Source: an optimization exercise on an open RTL-to-GDS flow (aim: small area, a short achievable clock period and few clock cycles per item). Production flows keep margins and buffers that such runs may drop. Only simulation tests tie the RTL to the original design; equivalence was not proved. No activity file was given, so power comes from the tool's default toggle rates.

**design/flow/constraint.sdc**
```tcl
create_clock -name core_clock -period 7.0 [get_ports {clk}]
set_input_delay 1.4000 -clock core_clock [delete_from_list [all_inputs] [get_ports {clk}]]
set_output_delay 1.4000 -clock core_clock [all_outputs]
set_load 0.01 [all_outputs]
```
**design/flow/design.v**
```verilog
module mips_multicycle_core #(
    parameter logic [31:0] RESET_PC = 32'h0000_0000,
    parameter int unsigned ADDR_W   = 32,
    parameter int unsigned CNT_W    = 32
) (
    input  logic              clk,
    input  logic              reset,
    output logic              mem_req,
    output logic              mem_we,
    output logic [ADDR_W-1:0] mem_addr,
    output logic [31:0]       mem_wdata,
    input  logic [31:0]       mem_rdata,
    input  logic              mem_ready,
    output logic [31:0]       pc,
    output logic [CNT_W-1:0]  retired,
    output logic              illegal
);
    localparam logic [5:0] OP_RTYPE = 6'h00;
    localparam logic [5:0] OP_LW    = 6'h23;
    localparam logic [5:0] OP_SW    = 6'h2B;
    localparam logic [5:0] OP_BEQ   = 6'h04;
    localparam logic [5:0] OP_BNE   = 6'h05;
    localparam logic [5:0] OP_ADDI  = 6'h08;
    localparam logic [5:0] OP_J     = 6'h02;
    function automatic logic [31:0] add_sk(input logic [31:0] a, input logic [31:0] b, input logic ci);
        logic [31:0] g, p, gg, pp;
        g  = a & b; p  = a ^ b; gg = g; pp = p;
        gg[0] = g[0] | (p[0] & ci);
        for (int l = 0; l < 5; l++) begin
            for (int i = 0; i < 32; i++) begin
                if ((i >> l) & 1) begin
                    int j;
                    j = ((i >> l) << l) - 1;
                    gg[i] = gg[i] | (pp[i] & gg[j]);
                    pp[i] = pp[i] & pp[j];
                end
            end
        end
        add_sk = p ^ {gg[30:0], ci};
  endfunction
    function automatic logic [31:0] add_sk2(input logic [31:0] a, input logic [31:0] b, input logic ci);
          logic [31:0] g, p, t, gg, pp, c;
          g  = a & b; p  = a ^ b; t = a | b; gg = g; pp = p;
          for (int i = 1; i < 32; i += 2) begin
              gg[i] = g[i] | (((t[i] & a[i-1]) & b[i-1]));
              pp[i] = p[i] & p[i-1];
          end
          for (int l = 1; l < 5; l++) begin
              for (int i = 0; i < 32; i++) begin
                  if ((i >> l) & 1) begin
                      int j;
                      j = ((i >> l) << l) - 1;
                      gg[i] = gg[i] | (pp[i] & gg[j]);
                      pp[i] = pp[i] & pp[j];
                  end
              end
          end
          c[0] = ci;
          for (int i = 1; i < 32; i++) c[i] = gg[i-1] | (pp[i-1] & ci);
          add_sk2 = p ^ c;
    endfunction
    function automatic logic [31:0] add_bk(input logic [31:0] a, input logic [31:0] b, input logic ci);
        logic [31:0] g, p, gg, pp;
        g  = a & b; p  = a ^ b; gg = g; pp = p;
        gg[0] = g[0] | (p[0] & ci);
        for (int d = 1; d < 32; d = d * 2) begin
            for (int i = 2*d - 1; i < 32; i += 2*d) begin
                gg[i] = gg[i] | (pp[i] & gg[i-d]);
                pp[i] = pp[i] & pp[i-d];
            end
        end
        for (int d = 8; d >= 1; d = d / 2) begin
            for (int i = 3*d - 1; i < 32; i += 2*d) begin
                gg[i] = gg[i] | (pp[i] & gg[i-d]);
                pp[i] = pp[i] & pp[i-d];
            end
        end
        add_bk = p ^ {gg[30:0], ci};
  endfunction
    logic        started;     
    logic        req_q, we_q, isdata_q;
    logic [31:2] maddr_q;
    logic [31:0] wdata_q;
    logic [4:0]  ld_rt;       
    logic        dv;
    logic [31:0] ir;
    logic [31:2] dpc4;
    logic        dpred;       
    logic [15:0] bht;
    logic        xv, xpred, xfwd;
    logic [3:0]  xidx;        
    logic [31:0] xa, xb;
    logic [31:0] xsd;         
    logic [4:0]  xrs, xrt, xdest;
    logic        x_sub, x_log, x_and, x_slt, x_lw, x_sw, x_br, x_bne, x_wr, x_usert;
    logic [31:2] xalt;        
    logic [31:0] rf [1:31];
    logic step_f, step_d;
    assign step_f = req_q && mem_ready && !isdata_q;    
    assign step_d = req_q && mem_ready && isdata_q;     
    logic [31:0] x_sum, x_log_res, x_res;
    logic        x_mem, x_tk, x_misp, x_lt, x_wen;
    assign x_mem     = xv && (x_lw || x_sw);
    assign x_tk      = (xa == xb) ^ x_bne;
    assign x_misp    = xv && x_br && (x_tk ^ xpred);
    assign x_sum     = add_sk2(xa, xb, x_sub);
    assign x_lt      = (xa[31] == xb[31]) ? xa[31] : x_sum[31];
    assign x_log_res = x_and ? (xa & xb) : (xa | xb);
    assign x_res     = (x_sum & {32{!x_log && !x_slt}}) | (x_log_res & {32{x_log}}) |
                       {31'd0, x_slt && x_lt};
    assign x_wen  = xv && x_wr && req_q && !isdata_q;
    logic [5:0]  d_op, d_fn;
    logic [4:0]  d_rs, d_rt, d_dest;
    logic        d_legal, d_ill, d_j, d_br, d_r, d_sub, d_pred;
    logic [31:2] d_tgt, d_next, d_alt;
    assign d_op    = ir[31:26];
    assign d_fn    = ir[5:0];
    assign d_rs    = ir[25:21];
    assign d_rt    = ir[20:16];
    assign d_j     = d_op == OP_J;
    assign d_br    = d_op == OP_BEQ || d_op == OP_BNE;
    assign d_r     = d_op == OP_RTYPE;
    assign d_sub   = d_r && d_fn[1];                  
    assign d_legal = (d_r && (d_fn == 6'h20 || d_fn == 6'h22 || d_fn == 6'h24 ||
                              d_fn == 6'h25 || d_fn == 6'h2A)) ||
                     d_op == OP_LW || d_op == OP_SW || d_br || d_op == OP_ADDI || d_j;
    assign d_ill   = dv && !d_legal;
    assign d_dest  = d_r ? ir[15:11] : d_rt;
    assign d_pred  = dpred;                           
    assign d_tgt   = d_j ? {dpc4[31:28], ir[25:0]} : add_sk2({2'b00, dpc4}, {{16{ir[15]}}, ir[15:0]}, 1'b0);
    assign d_next  = d_pred ? d_tgt : dpc4;
    assign d_alt   = d_pred ? dpc4 : d_tgt;
    logic [31:0] rsv, rtv;
    always_comb begin
        rsv = '0;
        rtv = '0;
        for (int j = 1; j < 32; j++) begin
            rsv = rsv | ({32{d_rs == 5'(j)}} & rf[j]);
            rtv = rtv | ({32{d_rt == 5'(j)}} & rf[j]);
        end
        if (x_wen && xdest == d_rs) rsv = x_res;
        if (x_wen && xdest == d_rt) rtv = x_res;
    end
    logic [5:0]  f_op;
    logic        f_j, f_pred;
    logic [31:2] f_pc4, f_next;
    assign f_op   = mem_rdata[31:26];
    assign f_j    = f_op == OP_J;
    assign f_pred = f_j || ((f_op == OP_BEQ || f_op == OP_BNE) && (mem_rdata[15] || bht[f_pc4[5:2]]));
    assign f_pc4  = add_sk({2'b00, maddr_q}, 32'd0, 1'b1);
    assign f_next = !f_pred ? f_pc4 :
                    f_j     ? {f_pc4[31:28], mem_rdata[25:0]} :
                              add_sk2({2'b00, maddr_q}, {{16{mem_rdata[15]}}, mem_rdata[15:0]}, 1'b1);
    logic        clear, ld_wen;
    logic [31:0] wd;
    assign clear  = !started;
    assign ld_wen = step_d && !we_q;
    assign wd     = clear ? 32'd0 : isdata_q ? mem_rdata : x_res;
    for (genvar j = 1; j < 32; j++) begin : g_rf
        always_ff @(posedge clk) begin
            if (clear || (x_wen && xdest == 5'(j)) || (ld_wen && ld_rt == 5'(j))) rf[j] <= wd;
        end
    end
    assign mem_req   = req_q;
    assign mem_we    = we_q;
    assign mem_addr  = {maddr_q, 2'b00};
    assign mem_wdata = wdata_q;
    assign pc        = {dpc4, 2'b00};
    logic d_adv, d_load, halt_f, halt_d;
    assign d_adv  = step_f && !x_misp && dv && !d_ill;         
    assign d_load = step_f && !x_misp && !d_ill;               
    assign halt_f = step_f && !x_misp && d_ill && !x_mem;
    assign halt_d = step_d && d_ill && !xv;
    always_ff @(posedge clk or posedge reset) begin
        if (reset) begin
            started  <= 1'b0;
            req_q    <= 1'b0;
            we_q     <= 1'b0;
            isdata_q <= 1'b0;
            maddr_q  <= RESET_PC[31:2];
            dv       <= 1'b0;
            dpc4     <= '0;
            xv       <= 1'b0;
            retired  <= '0;
            illegal  <= 1'b0;
            bht      <= '0;
        end else begin
            if (step_f && xv && x_br && xfwd) bht[xidx] <= x_tk;
            if (!started) begin
                started <= 1'b1;
                req_q   <= 1'b1;
            end
            if (step_f) begin
                if (xv) retired <= add_sk(retired, 32'd0, 1'b1);
                xv <= d_adv;
                if (x_misp) dv <= 1'b0;
                else if (!d_ill) dv <= 1'b1;
                if (d_load) dpc4 <= f_pc4;
                if (x_misp) begin
                    maddr_q <= xalt;
                end else if (x_mem) begin
                    maddr_q  <= x_sum[31:2];
                    we_q     <= x_sw;
                    isdata_q <= 1'b1;
                end else if (halt_f) begin
                    req_q   <= 1'b0;
                    illegal <= 1'b1;
                end else begin
                    maddr_q <= f_next;
                end
            end
            if (step_d) begin
                we_q     <= 1'b0;
                isdata_q <= 1'b0;
                maddr_q  <= d_next;
                if (halt_d) begin
                    req_q   <= 1'b0;
                    illegal <= 1'b1;
                end
            end
        end
    end
    always_ff @(posedge clk) begin
        if (d_load) begin
            ir    <= mem_rdata;
            dpred <= f_pred;
        end
        if (d_adv) begin
            xa    <= rsv;
            xb    <= (d_r || d_br) ? rtv ^ {32{d_sub}} : {{16{ir[15]}}, ir[15:0]};
            xsd   <= rtv;
            xrs   <= d_rs;
            xrt   <= d_rt;
            xdest <= d_dest;
            x_usert <= d_r || d_br;
            x_sub <= d_sub;
            x_log <= d_r && d_fn[2];
            x_and <= !d_fn[0];
            x_slt <= d_r && d_fn[3];
            x_lw  <= d_op == OP_LW;
            x_sw  <= d_op == OP_SW;
            x_br  <= d_br;
            x_bne <= d_op[0];
            x_wr  <= (d_r || d_op == OP_ADDI) && d_dest != 5'd0;
            xalt  <= d_alt;
            xpred <= d_pred;
            xfwd  <= d_br && !ir[15];
            xidx  <= dpc4[5:2];
        end else if (ld_wen && ld_rt != 5'd0) begin
            if (xrs == ld_rt)            xa <= mem_rdata;
            if (x_usert && xrt == ld_rt) xb <= mem_rdata ^ {32{x_sub}};
            if (xrt == ld_rt)            xsd <= mem_rdata;
        end
        if (step_f && x_mem) begin
            wdata_q <= xsd;
            ld_rt   <= xrt;
        end
    end
endmodule
```
**design/flow/run.sh**
```bash
#!/bin/bash
# synth_recipe.tcl (not shown) runs the flow's synth.tcl, then flattens the netlist and writes it again
# the make line also repeats each setting of config.mk as NAME=value (left out here)
make -C /OpenROAD-flow-scripts/flow DESIGN_CONFIG=/design/flow/config.mk WORK_HOME=/design/flow/orfs CLKGATE_MAP_FILE= SYNTH_SCRIPT=/design/flow/synth_recipe.tcl finish
```
**design/flow/config.mk**
```make
export PLATFORM = sky130hd
export DESIGN_NAME = mips_multicycle_core
export DESIGN_NICKNAME = mips_multicycle_core
export VERILOG_FILES = /design/flow/design.v
export SDC_FILE = /design/flow/constraint.sdc
export NUM_CORES = 4
export LEC_CHECK = 0
export CAP_MARGIN = 20
export CORE_MARGIN = 2
export CORE_UTILIZATION = 40
export SETUP_SLACK_MARGIN = 3.5
export SLEW_MARGIN = 20
```
==> summary.txt, run 1 <==
RSZ-0062 raised after global routing true; CTS tree done; first drt pass iteration count 13; GP Congestion 0.982; Peak Freq 274 MHz; Routed WL 314000 µm; cell area power density 319 mW/mm²; via count 57008; Ports 166; Synth area leader edfxtp_1; Clock Latency Late Sink 0.84 ns; Die Span Y 406 µm; worst-path maximum fanout 10; WHS 0.420 ns; Cell variety after synth 96; input/output buffers 161; placed insts 7415; H-tree levels 4; Detail Placement HPWL 182000 µm; total global routing overflow 0; total power 25400 µW; pre-CTS setup slack 1.43 ns; post-synth top area share 56.8%; Setup crit start kind flop; vias in the first global route 52643; post-route ant nets 0; Root Buffer clkbuf_16; initial antenna violation count 17; first-pass GRT wire length 421000 µm; fin crit period 3.65 ns; initial DRC count 12847; worst hold-check path type flop to flop; Starting Density 40.2%; worst setup margin 3.35 ns; Synth-to-Final Area Change 23.6%; Min-Delay Path Depth 0; Fill cells 13676; post-DR wirelength/cell 39.4 µm; Worst Reg-to-Reg Cells 11; ys async rst share 8.62%; Die X 406 µm; top post-synthesis cells by area edfxtp_1, a22oi_1, dfrtp_1; Num CTS Buffers 144; Reg clk slew, reported paths 0.06 ns; vias per cell 7.17; num rows 147; CTS Sinks 1334; Nets 5866; Clock Skew 0.0427 ns; Setup Viol. Count Final 0; flops & latches, synth 1334; Mapped Cells 5234; ys flop type edfxtp_1; EDFF count, synth 1219; clk buf depth 3; Max transition margin 19.4%; fraction of layout cells with a size suffix above 1 19.4%; Tot GR Track Use 36.9%; Worst VDD drop 212 µV; Max-cap violations 0; core area 0.160 mm²; status complete, no violations; Mapped Area 0.0645 mm²; die footprint 0.164 mm²; DRC 0; Avg Synthesized Cell Area 12.3 µm²; period utilization 52.1%; Tightest Pin Transition 1.20 ns; P_leak 0.0288 µW; critical path required time 7.62 ns; Arr. time, crit path 4.26 ns; Non-Filler Instances 7954; final hold vios 0; crit path kind flop to flop; Seq/Total Area, Yosys 61.2%; Worst setup EP type flop; pin count of the biggest net entering global routing 116; TNS Setup 0 ns; Warnings, synthesis 2; Final Max Tran Viols 0
[layout by cell type, fill, tap and decap left out, types with 27 or more instances in the layout]
| master | count |
|---|---|
| nand3_1 | 154 |
| o21ai_0 | 169 |
| dfrtp_1 | 105 |
| a21oi_1 | 101 |
| nor2_1 | 172 |
| buf_12 | 59 |
| nor3_1 | 54 |
| a22oi_1 | 633 |
| edfxtp_1 | 1219 |
| mux2_2 | 27 |
| nand4_1 | 94 |
| o21ai_1 | 47 |
| nor2_4 | 72 |
| clkdlybuf4s50_1 | 144 |
| buf_4 | 321 |
| a31oi_1 | 37 |
| inv_1 | 163 |
| xor2_1 | 62 |
| nand2_1 | 498 |
| a222oi_1 | 64 |
| a221oi_1 | 154 |
| xnor2_1 | 122 |
| clkinv_1 | 30 |
| a22o_1 | 142 |
| o221ai_4 | 28 |
| ha_1 | 126 |
| buf_6 | 31 |
| clkbuf_16 | 147 |
| ha_4 | 33 |
[cell usage after synthesis, drive strengths merged (7+ instances only)]
cell type and number:
or2 15, nand2 512, ha 164, a22oi 633
nand2b 26, a211oi 30, and2 12, a222oi 64
and3 23, o31ai 27, a31oi 50, o211ai 25
a311oi 11, o22ai 11, o221ai 55, nor2b 10
inv 183, o21bai 8, nand3b 18, dfrtp 115
o21ai 237, nor3b 7, xnor2 127, a31o 8
a21oi 111, a22o 144, nor2 250, clkbuf 269
and4 19, edfxtp 1219, mux2i 21, a21o 8
nor4 36, nand4 94, or3 16, a21boi 16
a221oi 161, nand3 172, nor3 65, o211a 7
mux2 28, xor2 67, buf 72, a311o 8
[timing repair]
action | in CTS | in global routing
setup buffers | 179 | 55
hold buffers | 0 | 0
setup endpoints to repair | 1600 | 1552
pin swaps | 95 | 46
cloned | 19 | 5
resized for setup | 277 | 215
[state kept, by name, indices dropped and copies added, names as in the netlist, 4 cells and up]
register,count
xsd,32
xrt,5
ld_rt,5
xalt,30
xa,32
maddr_q,30
bht,16
ir,32
xb,32
xrs,5
xdest,5
rf,992
dpc4,30
wdata_q,32
xidx,4
retired,32
[kinds of logic after synthesis]
group	after synthesis	share of synthesized area, %
flops	1334	61.2
simple gates	1290	9.35
fa+ha+maj	169	3.34
compound gates	1666	19.2
buf+inv	524	3.18
mux	54	0.990
other cells	2	0.0116
xor+xnor	195	2.67
[power breakdown]
group          switching [µW]  internal [µW]  total (µW)
registers                1070          10400       11500
clock network            3390           4430        7820
logic                    3840           2230        6060
total                    8300          17100       25400
[cell type report]
cell class	instances	area [µm²]	share of cell area, %
Tap cell	2160	2700	3.39
Sequential cell	1334	39500	49.5
Clock buffer	166	3760	4.71
Antenna cell	14	35.0	0.0439
Clock inverter	98	972	1.22
Timing Repair Buffer	599	5950	7.46
Timing Repair inverter	4	37.5	0.0471
Multi-Input combinational cell	3396	26000	32.6
Inverter	183	746	0.935
[path summary, 6_finish.rpt]
| kind | startpoint | endpoint | slack, ns |
|---|---|---|---|
| worst min-delay path | xsd[13] | wdata_q[13] | 0.42 |
| worst max-delay path | ir[24] | xa[4] | 3.35 |
| worst min register to register | xsd[13] | wdata_q[13] | 0.42 |
| max in group asynchronous | reset | dpc4[11] | 5.25 |
| worst max register to register | ir[24] | xa[4] | 3.35 |
| min in group asynchronous | reset | retired[3] | 1.03 |
[per-stage QoR]
step,utilization [%],instance area (µm²)
floorplan,-,64900
global placement,43.9,70400
detailed placement,43.9,70400
CTS,48.8,78300
global route,49.7,79700
finish,49.7,79700
[layer usage]
layer	track usage [%]	wire, µm	up-vias
met5	2.32	718	-
met4	25.1	28800	26
met3	18.1	54500	1834
met2	52.5	127000	5906
met1	43.5	103000	27498
li1	-	-	21744
[critical path, cell delays in order (launching register included)]
cell      delay (ns)
edfxtp_1        0.43
buf_12          0.18
or3b_2          0.60
nor2_4          0.64
buf_4           0.38
a22o_1          0.16
a221oi_1        0.04
nand4_1         0.14
nor3_1          0.05
nand2_1         0.07
o21ai_0         0.30
o21ai_0         0.38
Testbench counts, summed over its fixed seeds: cycles 78,244, items 58,833.
==> inputs of run 2 (changes only) <==
--- a/design/flow/config.mk
+++ b/design/flow/config.mk
@@ -10,3 +10,3 @@
 export CORE_UTILIZATION = 40
-export SETUP_SLACK_MARGIN = 3.5
+export SETUP_SLACK_MARGIN = 3.2
 export SLEW_MARGIN = 20
==> summary.txt, run 2 <==
Clock power frac 31.4% (+0.6 points); via count 57084 (+0.13%); first drt pass iteration count 12 (-1); Routed WL 311000 µm (-0.76%); Worst VDD drop 211 µV (-0.38%); pin count of the biggest net entering global routing 65 (-44%); RSZ-0062 raised after global routing true; ys async rst share 8.62% (unchanged); TNS Setup 0 ns (unchanged); Ports 166 (unchanged); Final Core Density 48.6% (-1.1 points); total power 25000 µW (-1.5%); cell area power density 321 mW/mm² (+0.75%); Synth area leader edfxtp_1; worst-path maximum fanout 17 (+7); Fill cells 14055 (+2.8%); Post-DP Area 0.0705 mm² (about the same); ys flop type edfxtp_1; Tot GR Track Use 36.6% (-0.24 points); final hold vios 0 (unchanged); Tightest Pin Transition 1.98 ns (+0.781 ns); GP Congestion 1.00 (+2.3%); initial antenna violation count 17 (unchanged); EDFF count, synth 1219 (unchanged); Largest Register rf; period utilization 56.8% (+4.7 points); num rows 147 (unchanged); fraction of layout cells with a size suffix above 1 16.7% (-2.7 points); synth cell count leaders edfxtp_1, a22oi_1, nand2_1, clkbuf_1, nor2_1; Internal Power 16900 µW (-1.3%); crit path kind flop to flop; P_leak 0.0283 µW (-1.7%); Nets 5818 (-0.82%); metal1 wirelength 102000 µm (-0.80%); H-tree levels 4 (unchanged); vias in the first global route 52437 (-0.39%); CTS tree done; routed wire length on met2 126000 µm (-0.77%); hold_buf cts 0 (unchanged); WHS 0.420 ns (-0.000452 ns); Max-cap violations 1 (+1); flops & latches, synth 1334 (unchanged); die footprint 0.164 mm² (unchanged); post-route cell area 0.0780 mm² (-2.2%); clk buf depth 3 (unchanged); status finished with violations; Final Max Tran Viols 3 (+3); initial DRC count 13505 (+5.1%); input/output buffers 161 (unchanged); Mapped Cells 5234 (unchanged); post-route ant nets 0 (unchanged); Setup crit start kind flop; Clock Latency Late Sink 0.83 ns (about the same); Die Span Y 406 µm (unchanged); most common cell after layout, fill and taps aside edfxtp_1; Cell variety after synth 96 (unchanged); vias per cell 7.22 (+0.77%); Clock Skew 0.0383 ns (-0.00440 ns); Detail Placement HPWL 186000 µm (+2.1%); Reg clk slew, reported paths 0.06 ns (about the same); Avg Synthesized Cell Area 12.3 µm² (unchanged); logic gate share of total power 22.6% (-1.3 points); critical path required time 7.54 ns (-0.08 ns); Net Switching 8150 µW (-1.8%); Peak Freq 252 MHz (-8.2%); Warnings, synthesis 2 (unchanged); Seq/Total Area, Yosys 61.2% (unchanged); total global routing overflow 0 (unchanged); CTS Sinks 1334 (unchanged); Worst setup EP type flop; Mapped Area 0.0645 mm² (unchanged); core area 0.160 mm² (unchanged); Synth-to-Final Area Change 20.9%; violated checks capacitance limit, slew limit; Die X 406 µm (unchanged); count leader, synth edfxtp_1; post-synth top area share 56.8% (unchanged); DRC 0 (unchanged); Root Buffer clkbuf_16; top post-synthesis cells by area edfxtp_1, a22oi_1, dfrtp_1; Flop pwr share 46.0% (+0.7 points); most frequent cells in the layout edfxtp_1, a22oi_1, nand2_1; Switching Share 32.6% (-0.11 points); Starting Density 40.2% (unchanged); Setup Viol. Count Final 0 (unchanged); first-pass GRT wire length 418000 µm (-0.80%); routed length on met3 54300 µm (-0.27%); post-DR wirelength/cell 39.4 µm (-0.13%); Max transition margin -33.2% (-53 points); Max Used Layer met5; Num CTS Buffers 144 (unchanged); max reg flops 992 (unchanged); worst hold-check path type flop to flop; Arr. time, crit path 4.52 ns (+0.26 ns); fin crit period 3.98 ns (+0.328 ns)
[run 2: cell counts after synthesis]
No cell type changed its count.
[run 2: timing repair]
item,CTS,global route
setup endpoints to repair,1124,951
cloned,5,4
gates resized for setup,119,106
buffers inserted,111,59
pin swaps,47,43
[run 2: worst max-delay path, cell delays in order, from the launching register on]
cell and delay (ns):
edfxtp_1 0.43, buf_12 0.17, or2_2 0.47, nor2_4 0.15, buf_4 0.47, buf_6 0.43, a22oi_1 0.12, nand2_1 0.09
nor4_1 0.06, and4_1 0.21, nand3_1 0.37, o21ai_1 0.18, o21ai_0 0.49
[run 2: through the flow]
step                worst slack [ns]  cells
finish                          3.02   7904
global route                    3.03   7890
CTS                             2.98   7825
detailed placement              1.52   7447
global placement                1.54   7447
floorplan                       2.80   5237
[run 2: routing by layer]
metal	global-route usage (%)	up-vias
met2	52.2	6020
met5	1.64	-
met3	17.9	1870
li1	-	21627
met1	43.3	27541
met4	24.9	26
[run 2: logic make-up (layout without fill, tap and decap cells)]
logic type,count (synthesis),in the layout,share of synthesized area [%]
XOR/XNOR,195,195,2.67
multiplexers,54,54,0.990
AO/OA/AOI/OAI,1666,1672,19.2
adder cells (fa/ha/maj),169,169,3.34
flip-flops,1334,1334,61.2
other,2,19,0.0116
buffers and inverters,524,1008,3.18
AND/OR/NAND/NOR,1290,1293,9.35
[run 2: path summary, 6_finish.rpt]
kind	from	endpoint	slack, ns	cells after the start
worst max-delay path	ir[18]	xsd[19]	3.02	12
worst min-delay path	xsd[22]	wdata_q[22]	0.42	0
worst min register to register	xsd[22]	wdata_q[22]	0.42	0
min in group asynchronous	reset	bht[15]	0.97	2
worst max register to register	ir[18]	xsd[19]	3.02	12
max in group asynchronous	reset	retired[22]	4.84	3
[run 2: power by group through the flow]
| stage | Clock, µW | Combinational, µW | Sequential [µW] |
|---|---|---|---|
| after global routing | 8130 | 5970 | 11600 |
| after CTS | 7830 | 5220 | 11400 |
| after detailed placement | 0 | 5000 | 11600 |
| final | 7850 | 5670 | 11500 |
| after floorplan | 0 | 2960 | 11300 |
| after global placement | 0 | 4930 | 11600 |
[run 2: cell type report]
type | instances | area (µm²) | area share [%]
sequential | 1334 | 39500 | 50.6
clock buffer | 175 | 3840 | 4.92
timing repair buffer | 563 | 5240 | 6.73
clock inverter | 87 | 896 | 1.15
tap | 2160 | 2700 | 3.47
antenna | 14 | 35.0 | 0.0449
inverter | 183 | 706 | 0.905
multi-input combinational | 3388 | 25100 | 32.1
==> inputs of run 3 (changes only) <==
--- a/design/flow/config.mk
+++ b/design/flow/config.mk
@@ -10,3 +10,3 @@
 export CORE_UTILIZATION = 40
-export SETUP_SLACK_MARGIN = 3.2
+export SETUP_SLACK_MARGIN = 3.7
 export SLEW_MARGIN = 20
==> summary.txt, run 3 <==
Warnings, synthesis 2 (unchanged); Tightest Pin Transition 1.33 ns (-0.643 ns); fin crit period 3.74 ns (-0.240 ns); Switching Share 33.7% (+1.1 points); first-pass GRT wire length 438000 µm (+4.9%); Synth Area in Simple Gates 9.35% (unchanged); final hold vios 0 (unchanged); period utilization 53.4% (-3.4 points); most frequent cells in the layout edfxtp_1, a22oi_1, nand2_1; max reg flops 992 (unchanged); ys async rst share 8.62% (unchanged); core area 0.160 mm² (unchanged); Clock Skew 0.0333 ns (-0.00507 ns); area fraction in compound gates after synthesis 19.2% (unchanged); DRC 0 (unchanged); post-route ant nets 0 (unchanged); Clock Latency Late Sink 0.84 ns (about the same); Root Buffer clkbuf_16; num rows 147 (unchanged); TNS Setup 0 ns (unchanged); crit path kind flop to flop; Min-Delay Path Depth 0 (unchanged); clk buf depth 3 (unchanged); synth cell count leaders edfxtp_1, a22oi_1, nand2_1, clkbuf_1, nor2_1; GP Congestion 1.00 (-0.19%); worst-path maximum fanout 14 (-3); die footprint 0.164 mm² (unchanged); hold_buf cts 0 (unchanged); CTS tree done; initial DRC count 13407 (-0.73%); WHS 0.424 ns (+0.00464 ns); Ports 166 (unchanged); Setup crit start kind flop; pin count of the biggest net entering global routing 65 (unchanged); Die X 406 µm (unchanged); Routed WL 330000 µm (+6.0%); Avg Synthesized Cell Area 12.3 µm² (unchanged); vias in the first global route 55069 (+5.0%); Max transition margin 10.1% (+43 points); initial antenna violation count 17 (unchanged); count leader, synth edfxtp_1; Clock power frac 29.5% (-1.9 points); H-tree levels 4 (unchanged); Arr. time, crit path 4.42 ns (-0.10 ns); CTS Sinks 1334 (unchanged); P_leak 0.0305 µW (+7.9%); Detail Placement HPWL 182000 µm (-1.8%); cell area power density 317 mW/mm² (-1.4%); Largest Register rf; Final Max Tran Viols 0 (-3); flops & latches, synth 1334 (unchanged); Mapped Area 0.0645 mm² (unchanged); RSZ-0062 raised after global routing true; Nets 6069 (+4.3%); Tot GR Track Use 38.4% (+1.8 points); Mapped Cells 5234 (unchanged); status complete, no violations; top post-synthesis cells by area edfxtp_1, a22oi_1, dfrtp_1; Max-cap violations 0 (-1); Starting Density 40.2% (unchanged); Cell variety after synth 96 (unchanged); EDFF count, synth 1219 (unchanged); Net Switching 9000 µW (+10%); Flop pwr share 43.4% (-2.6 points); critical path required time 7.69 ns (+0.15 ns); Worst VDD drop 264 µV (+25%); Seq/Total Area, Yosys 61.2% (unchanged); reg2reg setup slack 3.26 ns (+0.24 ns); Synth-to-Final Area Change 31.0%; Synth area leader edfxtp_1; Setup Viol. Count Final 0 (unchanged); Die Span Y 406 µm (unchanged); post-DR wirelength/cell 40.4 µm (+2.6%); Peak Freq 268 MHz (+6.4%); most common cell after layout, fill and taps aside edfxtp_1; worst hold-check path type flop to flop; Worst Reg-to-Reg Cells 9 (-3); Worst setup EP type flop; vias per cell 7.27 (+0.70%); first drt pass iteration count 14 (+2); Num CTS Buffers 147 (+2.1%); fraction of layout cells with a size suffix above 1 26.5% (+9.8 points); mux cell area share after synthesis 0.990% (unchanged); post-synth top area share 56.8% (unchanged); Adder-Cell Fraction of Synth Area 3.34% (unchanged); ys flop type edfxtp_1; total global routing overflow 0 (unchanged); input/output buffers 161 (unchanged); largest family of logic cells by synthesized area compound AO/OA/AOI/OAI gates; via count 59367 (+4.0%); Reg clk slew, reported paths 0.06 ns (about the same); Internal Power 17700 µW (+5.1%); logic gate share of total power 27.1% (+4.5 points); xor/xnor share of the synthesized area 2.67% (unchanged)
## run 3: changes by cell type in the layout (fill, tap and decap cells not counted), moves of 35 or more
cell and delta:
buf_6 +46, buf_12 +54, dfrtp_1 -47, o21ai_2 +41, ha_4 +35, dfrtp_2 +46, buf_4 +63, o21ai_0 -46
nand2_1 -53
## run 3: routing by layer
layer	routed length [µm]	GRT usage [%]	vias up
li1	-	-	22180
met1	107000	44.4	28614
met2	131000	54.0	6446
met3	58400	20.3	2090
met4	32800	27.1	37
met5	1220	3.78	-
## run 3: cell type report
type | count | area [µm²]
Antenna cell | 20 | 50.0
Tap cell | 2160 | 2700
Inverter | 183 | 757
Clock inverter | 97 | 995
Fill cell | 13175 | 75900
Multi-Input combinational cell | 3404 | 27800
Sequential cell | 1334 | 39600
Timing Repair Buffer | 791 | 8700
Timing Repair inverter | 4 | 53.8
Clock buffer | 170 | 3820
## run 3: final timing paths
check	startpoint	endpoint
setup / recovery	ir[25]	xa[17]
hold / removal	xsd[16]	wdata_q[16]
setup reg to reg	ir[25]	xa[17]
hold reg to reg	xsd[16]	wdata_q[16]
max in group asynchronous	reset	dpc4[29]
min in group asynchronous	reset	retired[6]
## run 3: logic make-up (layout without fill, tap and decap cells)
logic type / count (synthesis) / count (layout)
buffers and inverters: 524 / 1245
other: 2 / 25
XOR/XNOR: 195 / 195
AO/OA/AOI/OAI: 1666 / 1674
flip-flops: 1334 / 1334
AND/OR/NAND/NOR: 1290 / 1307
multiplexers: 54 / 54
adder cells (fa/ha/maj): 169 / 169
## run 3: stage by stage
| step | instance area [µm²] | std cells | setup slack, ns | utilization, % | power [µW] |
|---|---|---|---|---|---|
| 6_report | 84500 | 8163 | 3.26 | 52.7 | 26700 |
| 3_3_place_gp | 70600 | 7418 | 1.76 | 44.0 | 16700 |
| 4_1_cts | 81900 | 8037 | 3.50 | 51.0 | 25700 |
| 2_1_floorplan | 65300 | 5237 | 2.85 | - | 14400 |
| 3_5_place_dp | 70600 | 7418 | 1.76 | 44.0 | 16700 |
| 5_1_grt | 84400 | 8149 | 3.30 | 52.7 | 27400 |
## run 3: power by group through the flow
stage	combinational (µW)	clock (µW)	sequential, µW
2_1_floorplan	3090	0	11300
3_3_place_gp	5010	0	11700
3_5_place_dp	5070	0	11700
4_1_cts	6350	7860	11500
5_1_grt	7530	8170	11700
6_report	7260	7890	11600
## run 3: critical path, stage by stage (launching register included)
cell and delay (ns):
edfxtp_1 0.59, buf_4 0.21, nand3b_1 0.33, nor2_4 0.88, buf_4 0.54, a22o_1 0.21, a221oi_1 0.05, nand4_1 0.39
o221ai_1 0.24, nand2_2 0.12
## run 3: timing repair
item | in CTS | in global routing
cloned | 49 | 19
pin swaps | 185 | 137
setup endpoints to repair | 2208 | 1452
setup buffers | 303 | 84
resized for setup | 706 | 323

==> port drivers added, routing unchanged <==
The results above use ideal ports. As a check the final layouts listed here were re-extracted and re-timed, cells and wires unchanged. Step 1 (the two cells are an assumption about what drives the block):
set clk [get_ports {clk}]
set_driving_cell -lib_cell sky130_fd_sc_hd__clkbuf_16 $clk
set_driving_cell -lib_cell sky130_fd_sc_hd__buf_2 [delete_from_list [all_inputs] $clk]
Step 2 times the ports against the registers' clock, not the clock port: input delays grow and output delays shrink by t, the midpoint of the rising clock arrivals with the driver on. a / b / c = ideal / step 1 / step 2; a / b = the first two.
run	t, ns	slack for setup (ns)	hold slack, ns	worst setup path at the end	latest minus earliest clock arrival (ns)
run 1	0.901	3.352 / 3.352 / 2.602	0.420 / 0.420 / 0.420	input to register	0.043 / 0.043
run 2	0.903	3.024 / 3.024 / 2.311	0.420 / 0.420 / 0.420	input to register	0.040 / 0.041
run 3	0.901	3.264 / 3.264 / 2.707	0.424 / 0.424 / 0.424	input to register	0.035 / 0.035
The setup slack of run 1, which loses most, moves by 0.000 ns with the drivers and by -0.750 ns with both steps.
